Source: an optimization exercise on an open RTL-to-GDS flow (aim: a short achievable clock period and few clock cycles per item). Production flows keep margins and buffers that such runs may drop.
The RTL was checked by simulation tests, not by an equivalence proof against the original design.
Power is estimated from default activity; no workload was simulated.

==> job 959: inputs <==
// icache_top
module icache_top (
   input  logic                     clk,
   input  logic                     reset,
   input  logic                     ce,
   input  logic [32-1:0] addr,
   output logic                     ready,
   output cache_pkg::word_t         rdata,
   output logic                     rdata_valid,
   input  logic                     rdata_ready,
   output logic [32-1:0] mem_addr,
   output logic                     mem_ce,
   input  cache_pkg::word_t         mem_rdata,
   input  logic                     mem_rdata_valid
);
clock: 6.0 ns
lec_check: 0
abc_clock_period_in_ps: 2800
cap_margin: 20
core_margin: 2
core_utilization: 60
setup_slack_margin: 3.2
slew_margin: 20
tns_end_percent: 100
run.sh (not shown) runs the stock make flow with config.mk's settings and CLKGATE_MAP_FILE= SYNTH_SCRIPT=/design/flow/synth_recipe.tcl, a recipe that flattens the netlist after the stock synthesis.
==> job 9230: changes against job 959 <==
--- a/flow/design.v
+++ b/flow/design.v
@@ -259,16 +259,17 @@
    output logic                     rdata_valid,
    input  logic                     rdata_ready,
    output logic [32-1:0] mem_addr,
    output logic                     mem_ce,
    input  cache_pkg::word_t         mem_rdata,
    input  logic                     mem_rdata_valid
 );
    localparam int Q  = 32;            
+   localparam int QW = $clog2(Q + 1);
    localparam int KW = $clog2(Q + 2);
    localparam int D  = 16;            
    localparam int DW = $clog2(D);
    logic [15:0][24:0]   tag_q;
    logic [15:0]         valid_q;
    logic [7:0]          lru_q;        
    logic [63:0][31:0]   data_q;
    logic [63:0]         pres_q;       
@@ -465,16 +466,17 @@
          e_data = arr_data;
       end
    end
    logic [Q-1:0]          q_v;
    logic [Q-1:0]          q_dv;
    logic [Q-1:0][31:0]    q_data;
    logic [Q-1:0][DW-1:0]  q_seq;
    logic [Q-1:0][1:0]     q_k;
+   logic [QW-1:0]         q_cnt;
    logic                  rv0;        
    assign rdata_valid = rv0;
    assign rdata       = q_data[0];
    logic pop;
    assign pop = rv0 && rdata_ready;
    logic [Q-1:0]          c_dvq;
    logic [Q-1:0][31:0]    c_dataq;
    always_comb begin
@@ -489,53 +491,54 @@
       end
    end
    logic [Q-1:0]          qa_v, qa_dv, qb_v, qb_dv;
    logic [Q-1:0][31:0]    qa_data, qb_data;
    logic [Q-1:0][DW-1:0]  qa_seq, qb_seq;
    logic [Q-1:0][1:0]     qa_k, qb_k;
    always_comb begin
       for (int i = 0; i < Q; i++) begin
-         if (n_v && (i == 0 || q_v[(i + Q - 1) % Q]) && !q_v[i]) begin
+         if (n_v && q_cnt == QW'(i)) begin
             qa_v[i] = 1'b1; qa_dv[i] = e_dv; qa_data[i] = e_data; qa_seq[i] = n_seq; qa_k[i] = n_k;
          end else begin
             qa_v[i] = q_v[i]; qa_dv[i] = c_dvq[i]; qa_data[i] = c_dataq[i]; qa_seq[i] = q_seq[i]; qa_k[i] = q_k[i];
          end
-         if (n_v && q_v[i] && (i == Q - 1 || !q_v[(i + 1) % Q])) begin
+         if (n_v && q_cnt == QW'(i + 1)) begin
             qb_v[i] = 1'b1; qb_dv[i] = e_dv; qb_data[i] = e_data; qb_seq[i] = n_seq; qb_k[i] = n_k;
          end else if (i < Q - 1) begin
             qb_v[i] = q_v[i+1]; qb_dv[i] = c_dvq[i+1]; qb_data[i] = c_dataq[i+1]; qb_seq[i] = q_seq[i+1]; qb_k[i] = q_k[i+1];
          end else begin
             qb_v[i] = 1'b0; qb_dv[i] = 1'b0; qb_data[i] = c_dataq[i]; qb_seq[i] = q_seq[i]; qb_k[i] = q_k[i];
          end
       end
    end
    always_ff @(posedge clk) begin
       if (reset) begin
          q_v   <= '0;
+         q_cnt <= '0;
          rv0   <= 1'b0;
       end else if (pop) begin
          q_v   <= qb_v;
+         q_cnt <= q_cnt + QW'(n_v) - QW'(1);
          rv0   <= qb_v[0] && qb_dv[0];
       end else begin
          q_v   <= qa_v;
+         q_cnt <= q_cnt + QW'(n_v);
          rv0   <= qa_v[0] && qa_dv[0];
       end
    end
    always_ff @(posedge clk) begin
-      for (int i = 0; i < Q; i++) begin
-         q_data[i] <= pop ? qb_data[i] : qa_data[i];
-      end
-      if (reset) q_data[0] <= '0;
       if (pop) begin
          q_dv   <= qb_dv;
+         q_data <= qb_data;
          q_seq  <= qb_seq;
          q_k    <= qb_k;
       end else begin
          q_dv   <= qa_dv;
+         q_data <= qa_data;
          q_seq  <= qa_seq;
          q_k    <= qa_k;
       end
    end
    logic [KW-1:0] k_cnt;
    logic [DW:0]   p_cnt;
    logic          fin, c_hit;
    assign fin   = arr_v && arr_last;
Settings changed: CTS_CLUSTER_SIZE from default to 30.
==> job 783: changes against job 959 <==
--- a/flow/design.v
+++ b/flow/design.v
@@ -258,17 +258,17 @@
    output cache_pkg::word_t         rdata,
    output logic                     rdata_valid,
    input  logic                     rdata_ready,
    output logic [32-1:0] mem_addr,
    output logic                     mem_ce,
    input  cache_pkg::word_t         mem_rdata,
    input  logic                     mem_rdata_valid
 );
-   localparam int Q  = 32;            
+   localparam int Q  = 48;            
    localparam int KW = $clog2(Q + 2);
    localparam int D  = 16;            
    localparam int DW = $clog2(D);
    logic [15:0][24:0]   tag_q;
    logic [15:0]         valid_q;
    logic [7:0]          lru_q;        
    logic [63:0][31:0]   data_q;
    logic [63:0]         pres_q;       
@@ -516,26 +516,24 @@
          q_v   <= qb_v;
          rv0   <= qb_v[0] && qb_dv[0];
       end else begin
          q_v   <= qa_v;
          rv0   <= qa_v[0] && qa_dv[0];
       end
    end
    always_ff @(posedge clk) begin
-      for (int i = 0; i < Q; i++) begin
-         q_data[i] <= pop ? qb_data[i] : qa_data[i];
-      end
-      if (reset) q_data[0] <= '0;
       if (pop) begin
          q_dv   <= qb_dv;
+         q_data <= qb_data;
          q_seq  <= qb_seq;
          q_k    <= qb_k;
       end else begin
          q_dv   <= qa_dv;
+         q_data <= qa_data;
          q_seq  <= qa_seq;
          q_k    <= qa_k;
       end
    end
    logic [KW-1:0] k_cnt;
    logic [DW:0]   p_cnt;
    logic          fin, c_hit;
    assign fin   = arr_v && arr_last;
Settings changed: CORE_UTILIZATION 60 to 50.
==> summary.md <==
| Metric | Value |
|---|---|
| Status | complete, no violations |
| FFs & Latches | 4,821 |
| Mapped cell area | 196,000 sq um |
| Overall power | 78.9 mW |
| Largest net degree at the start of global routing | 158 |
| Post-synthesis xor/xnor area fraction | 0.0147 |
| Largest registers | data_q (2048), q_data (1024), mq_line (448) |
| Critical Path, Cell by Cell | buf_2 |
| Most frequent cells in the layout | 3,171 x edfxtp_1, 1,562 x dfxtp_1, 1,074 x mux2i_1, 952 x a22oi_1, 933 x nor2_1 |
| DP Area | slightly above 200,000 sq um |
| Flop pwr share | 0.495 |
| Die Wd | 576 um |
| Clock Latency Late Sink | 1.03 ns |
| Vias in the first global route | 129,000 |
| Synthesis-stage register bit count | between 4,000 and 5,000 |
| Multi-input gates | 9,042 |
| Max Fanout on Critical Path | 1 |
| Switch Pwr | about 20 mW |
| Fin Hold WS | roughly 0.39 ns |
| Die height | between 500 and 600 um |
| Internal power | 58.5 mW |
| Number of non-clock buffers | 732 |
-- figures above: job 9230

==> summary.md <==
| Metric | Value |
|---|---|
| Largest net degree at the start of global routing | 181 |
| SO Faults | max-capacitance violations, max-slew violations |
| Largest registers | data_q (2048), q_data (1024), mq_line (448) |
| Switch Pwr | 21.5 mW |
| Most frequent cells in the layout | 3,139 x edfxtp_1, 1,568 x dfxtp_1, 1,003 x nand2_1, 958 x a22oi_1, 917 x nor2_1 |
| Total of max-cap violations | 1 |
| Flop pwr share | 0.481 |
| Vias in the first global route | 132,000 |
| Die Wd | between 500 and 600 um |
| Overall power | 82.8 mW |
| DP Area | 202,000 sq um |
| Status | finished with violations |
| Slew Viols, Final | 21 |
| Fin Hold WS | 0.367 ns |
| Post-synthesis xor/xnor area fraction | 0.0143 |
-- figures above: job 959

==> summary.md <==
| Metric | Value |
|---|---|
| DP Area | 236,000 sq um |
| Internal power | a little under 70 mW |
| SO Faults | max-capacitance violations, max-slew violations |
| Die height | 682 um |
| Vias in the first global route | 154,000 |
| Die Wd | 682 um |
| Post-synthesis xor/xnor area fraction | 0.0159 |
| Number of non-clock buffers | 1,044 |
| Overall power | roughly 97 mW |
| Synthesis-stage register bit count | 5,455 |
| Status | finished with violations |
| Multi-input gates | 11,900 |
| Clock Latency Late Sink | around 1.1 ns |
| FFs & Latches | ~5,500 |
| Critical Path, Cell by Cell | buf_2 |
| Most frequent cells in the layout | 3,171 x edfxtp_1, 2,183 x dfxtp_1, 1,538 x mux2i_1, 1,206 x nor2_1, 1,144 x mux2_4 |
| Total of max-cap violations | 3 |
| Slew Viols, Final | 552 |
| Mapped cell area | roughly 230,000 sq um |
| Fin Hold WS | 0.366 ns |
| Largest net degree at the start of global routing | approximately 150 |
| Largest registers | data_q (2048), q_data (1536), mq_line (448) |
-- figures above: job 783

Testbench counts of job 959, summed over its fixed seeds: cycles 38,646, items 20,000.
Testbench counts of job 9230, summed over its fixed seeds: cycles 38,646, items 20,000.
Testbench counts of job 783, summed over its fixed seeds: cycles 37,847, items 20,000.

## re-timing with driven ports
Ports are ideal in the flow. The routed layouts listed here were re-timed in OpenROAD.
Step 1 sets driving cells, clkbuf_16 on the clock port and buf_2 on the other inputs (assumed; they add their load-dependent delay and slew).
Step 2, shift: input delay + t, output delay - t, t = (earliest + latest rising clock arrival at the registers) / 2. This alone moves slack from input paths to output paths.
Three values: no drivers, after step 1, after step 2; two values: the first two.
| run | shift t [ns] | setup slack, ns | slew at the worst register clock pin (ns) |
|---|---|---|---|
| job 959 | 1.135 | 2.962 / 2.841 / 2.116 | 0.07 / 0.07 |
| job 9230 | 1.109 | 2.894 / 2.779 / 2.271 | 0.07 / 0.07 |
| job 783 | 1.206 | 2.679 / 2.554 / 2.063 | 0.07 / 0.07 |
The setup slack of job 959, which loses most, moves by -0.121 ns with the drivers and by -0.846 ns with both steps.
